What follows belongs to an exercise in optimizing a design on an open flow for small area, a short achievable clock period and few clock cycles; a production flow would make more cautious choices.
In this exercise RTL edits were held to simulation tests only and were not proved equivalent to the original.

Setup of main:
// euler_step
module euler_step
#(
  parameter int N    = fixed_pkg::N_DEF,
  parameter int AXES = fixed_pkg::AXES_DEF
) (
  input  logic              clk,
  input  logic              rst_n,
  input  logic              in_valid,
  output logic              in_ready,
  input  logic [N*AXES-1:0] in_pos,
  input  logic [N*AXES-1:0] in_vel,
  input  logic [N*AXES-1:0] in_acc,
  input  logic [N-1:0]      in_dt,
  output logic              out_valid,
  input  logic              out_ready,
  output logic [N*AXES-1:0] out_pos,
  output logic [N*AXES-1:0] out_vel,
  output logic [31:0]       step_cnt
);
Size: ~14000 cells after synthesis, ~550 I/O pins.
==> module euler_axis, before the edit <==
module euler_axis (
  input  logic        clk,
  input  logic        s0_load,    
  input  logic        go,         
  input  logic        push,       
  input  logic        out_load,   
  input  logic        from_skid,  
  input  logic [31:0] in_pos,
  input  logic [31:0] in_vel,
  input  logic [31:0] in_acc,
  input  logic [31:0] in_dt,
  output logic [31:0] out_pos,
  output logic [31:0] out_vel
);
  logic [15:0] one_in, two_in, neg_in;
  logic [15:0] one0, two0, neg0, one1, two1, neg1;
  logic [31:0] s0_pos, s0_vel, s0_acc;
  logic [31:0] t1_pos, t1_vel;
  logic [31:0] sk_pos, sk_vel;
  logic [31:0] o_pos, o_vel;
  logic [31:0] v_new, p_new;
  euler_booth_enc u_enc (.b(in_dt), .one(one_in), .two(two_in), .neg(neg_in));
  euler_mac u_mac1 (.a(s0_acc), .one(one0), .two(two0), .neg(neg0), .c(s0_vel), .y(v_new));
  euler_mac u_mac2 (.a(t1_vel), .one(one1), .two(two1), .neg(neg1), .c(t1_pos), .y(p_new));
  always_ff @(posedge clk) begin
    if (s0_load) begin
      one0   <= one_in;
      two0   <= two_in;
      neg0   <= neg_in;
      s0_pos <= in_pos;
      s0_vel <= in_vel;
      s0_acc <= in_acc;
    end
    if (go) begin
      one1   <= one0;
      two1   <= two0;
      neg1   <= neg0;
      t1_pos <= s0_pos;
      t1_vel <= v_new;
    end
    if (push) begin
      sk_pos <= p_new;
      sk_vel <= t1_vel;
    end
    if (out_load) begin
      o_pos <= from_skid ? sk_pos : p_new;
      o_vel <= from_skid ? sk_vel : t1_vel;
    end
  end
  assign out_pos = o_pos;
  assign out_vel = o_vel;
endmodule
==> module euler_step, before the edit <==
module euler_step
#(
  parameter int N    = fixed_pkg::N_DEF,
  parameter int AXES = fixed_pkg::AXES_DEF
) (
  input  logic              clk,
  input  logic              rst_n,
  input  logic              in_valid,
  output logic              in_ready,
  input  logic [N*AXES-1:0] in_pos,
  input  logic [N*AXES-1:0] in_vel,
  input  logic [N*AXES-1:0] in_acc,
  input  logic [N-1:0]      in_dt,
  output logic              out_valid,
  input  logic              out_ready,
  output logic [N*AXES-1:0] out_pos,
  output logic [N*AXES-1:0] out_vel,
  output logic [31:0]       step_cnt
);
  logic        go_q, rdy_q;
  logic        s0_valid, t1_valid, o_valid, sk_valid;
  logic [31:0] cnt_q;
  wire s0_load  = go_q || !s0_valid;
  wire push     = go_q && t1_valid;
  wire pop      = o_valid && out_ready;
  wire out_load = !o_valid || out_ready;
  wire o_valid_d  = out_load ? (sk_valid || push) : 1'b1;
  wire sk_valid_d = out_load ? (sk_valid && push) : (sk_valid || push);
  always_ff @(posedge clk or negedge rst_n) begin
    if (!rst_n) begin
      go_q     <= 1'b0;
      rdy_q    <= 1'b0;
      s0_valid <= 1'b0;
      t1_valid <= 1'b0;
      o_valid  <= 1'b0;
      sk_valid <= 1'b0;
      cnt_q    <= '0;
    end else begin
      if (s0_load) s0_valid <= in_valid;
      if (go_q) begin
        t1_valid <= s0_valid;
      end
      o_valid  <= o_valid_d;
      sk_valid <= sk_valid_d;
      go_q     <= !(o_valid_d && sk_valid_d);
      rdy_q    <= !(o_valid_d && sk_valid_d) || !(s0_load ? in_valid : s0_valid);
      if (pop) cnt_q <= cnt_q + 32'd1;
    end
  end
  assign in_ready  = rdy_q;
  assign out_valid = o_valid;
  assign step_cnt  = cnt_q;
  for (genvar i = 0; i < AXES; i++) begin : g_axis
    euler_axis u_axis (
      .clk       (clk),
      .s0_load   (s0_load),
      .go        (go_q),
      .push      (push),
      .out_load  (out_load),
      .from_skid (sk_valid),
      .in_pos    (in_pos[i*N +: N]),
      .in_vel    (in_vel[i*N +: N]),
      .in_acc    (in_acc[i*N +: N]),
      .in_dt     (in_dt),
      .out_pos   (out_pos[i*N +: N]),
      .out_vel   (out_vel[i*N +: N])
    );
  end
endmodule
==> flow/config.mk <==
export PLATFORM = sky130hd
export DESIGN_NAME = euler_step
export DESIGN_NICKNAME = euler_step
export VERILOG_FILES = /design/flow/design.v
export SDC_FILE = /design/flow/constraint.sdc
export NUM_CORES = 4
export LEC_CHECK = 0
export ABC_CLOCK_PERIOD_IN_PS = 5000
export CAP_MARGIN = 20
export CORE_MARGIN = 2
export CORE_UTILIZATION = 40
export SLEW_MARGIN = 20
export SYNTH_HIERARCHICAL = 1
==> flow/constraint.sdc <==
create_clock -name core_clock -period 20.0 [get_ports {clk}]
set_input_delay 4.0000 -clock core_clock [delete_from_list [all_inputs] [get_ports {clk}]]
set_output_delay 4.0000 -clock core_clock [all_outputs]
set_load 0.01 [all_outputs]
standard.sh (not shown) runs the stock make flow with config.mk's settings and CLKGATE_MAP_FILE= SYNTH_SCRIPT=/design/flow/synth_recipe.tcl, a recipe that flattens the netlist after the stock synthesis.
==> flow/flow/run.sh <==
#!/bin/bash
# Standard ORFS layout (the standard.sh, unchanged synthesis), but with timing repair
# aimed at a tighter setup target: SETUP_SLACK_MARGIN asks repair_timing for that much
# slack at the design's own clock and constraints (constraint.sdc is not changed).
set -euo pipefail
MARGIN=$(cat flow/margin.txt)
bash standard.sh SETUP_SLACK_MARGIN=$MARGIN TNS_END_PERCENT=100 finish > run_make.log 2>&1
==> flow/flow/margin.txt <==
14.5
Testbench counts of main, summed over its fixed seeds: cycles 4,120.
For the feature branch, these inputs were changed with respect to main:
diff --git a/flow/design.v b/flow/design.v
--- a/flow/design.v
+++ b/flow/design.v
@@ -2902,14 +2902,20 @@
   logic [15:0] one_in, two_in, neg_in;
   logic [15:0] one0, two0, neg0, one1, two1, neg1;
   logic [31:0] s0_pos, s0_vel, s0_acc;
   logic [31:0] t1_pos, t1_vel;
+  logic [31:0] t2_vel, t2_p0, t2_p1;
+  logic        t2_pc;
   logic [31:0] sk_pos, sk_vel;
   logic [31:0] o_pos, o_vel;
-  logic [31:0] v_new, p_new;
+  logic [31:0] v_new, p0_new, p1_new;
+  logic        pc_new;
   euler_booth_enc u_enc (.b(in_dt), .one(one_in), .two(two_in), .neg(neg_in));
-  euler_mac u_mac1 (.a(s0_acc), .one(one0), .two(two0), .neg(neg0), .c(s0_vel), .y(v_new));
-  euler_mac u_mac2 (.a(t1_vel), .one(one1), .two(two1), .neg(neg1), .c(t1_pos), .y(p_new));
+  euler_mac    u_mac1 (.a(s0_acc), .one(one0), .two(two0), .neg(neg0), .c(s0_vel), .y(v_new));
+  euler_mac_cs u_mac2 (.a(t1_vel), .one(one1), .two(two1), .neg(neg1), .c(t1_pos),
+                       .hi0(p0_new), .hi1(p1_new), .cy(pc_new));
+  wire [32:0] p_sum = {t2_p0, 1'b1} + {t2_p1, t2_pc};
+  wire [31:0] p_new = p_sum[32:1];
   always_ff @(posedge clk) begin
     if (s0_load) begin
       one0   <= one_in;
       two0   <= two_in;
@@ -2923,16 +2929,20 @@
       two1   <= two0;
       neg1   <= neg0;
       t1_pos <= s0_pos;
       t1_vel <= v_new;
+      t2_vel <= t1_vel;
+      t2_p0  <= p0_new;
+      t2_p1  <= p1_new;
+      t2_pc  <= pc_new;
     end
     if (push) begin
       sk_pos <= p_new;
-      sk_vel <= t1_vel;
+      sk_vel <= t2_vel;
     end
     if (out_load) begin
       o_pos <= from_skid ? sk_pos : p_new;
-      o_vel <= from_skid ? sk_vel : t1_vel;
+      o_vel <= from_skid ? sk_vel : t2_vel;
     end
   end
   assign out_pos = o_pos;
   assign out_vel = o_vel;
@@ -2956,12 +2966,12 @@
   output logic [N*AXES-1:0] out_vel,
   output logic [31:0]       step_cnt
 );
   logic        go_q, rdy_q;
-  logic        s0_valid, t1_valid, o_valid, sk_valid;
+  logic        s0_valid, t1_valid, t2_valid, o_valid, sk_valid;
   logic [31:0] cnt_q;
   wire s0_load  = go_q || !s0_valid;
-  wire push     = go_q && t1_valid;
+  wire push     = go_q && t2_valid;
   wire pop      = o_valid && out_ready;
   wire out_load = !o_valid || out_ready;
   wire o_valid_d  = out_load ? (sk_valid || push) : 1'b1;
   wire sk_valid_d = out_load ? (sk_valid && push) : (sk_valid || push);
@@ -2970,15 +2980,17 @@
       go_q     <= 1'b0;
       rdy_q    <= 1'b0;
       s0_valid <= 1'b0;
       t1_valid <= 1'b0;
+      t2_valid <= 1'b0;
       o_valid  <= 1'b0;
       sk_valid <= 1'b0;
       cnt_q    <= '0;
     end else begin
       if (s0_load) s0_valid <= in_valid;
       if (go_q) begin
         t1_valid <= s0_valid;
+        t2_valid <= t1_valid;
       end
       o_valid  <= o_valid_d;
       sk_valid <= sk_valid_d;
       go_q     <= !(o_valid_d && sk_valid_d);
Findings:
- The feature branch vs. main: count of clock-buffer cells in the layout went up by 15%.
- Clock latency on the worst-skew pair for the feature branch: 40 ps down relative to main
- Side by side, non-clock buffer count turned out lower in the feature branch than in main.
- Delta (the feature branch minus main): maximum achievable frequency saw an increase, global-route usage down 3.7 points.
- Per the comparison of the feature branch with main, number of antenna violations at the first check in global routing +35%, cell count ~0 delta.
Testbench counts of the feature branch, summed over its fixed seeds: cycles 4,128.

==> re-timing with driven ports <==
In the flow no input, the clock included, has a driving cell. The finished layouts below were timed again as built, in two steps.
Step 1: set_driving_cell puts a clkbuf_16 on clk and a buf_2 on each other input, an assumption about the parent block.
Step 2, shift: input delay + t, output delay - t, t = (earliest + latest rising clock arrival at the registers) / 2. This alone moves slack from input paths to output paths.
Slacks: ideal / step 1 / step 2; pairs: ideal / step 1.
| run | shift t [ns] | setup WS [ns] | worst hold slack (ns) | worst data-port slew with drivers (ns) | cell pins on the clock port's net |
|---|---|---|---|---|---|
| main | 1.028 | 13.500 / 13.500 / 13.500 | 0.387 / 0.387 / 0.387 | 0.16 | 1 |
| the feature branch | 1.022 | 13.990 / 13.990 / 13.697 | 0.407 / 0.407 / 0.407 | 0.26 | 1 |
After both steps setup and hold are still met in every run listed. The setup slack of the feature branch, which loses most, moves by 0.000 ns with the drivers and by -0.293 ns with both steps.
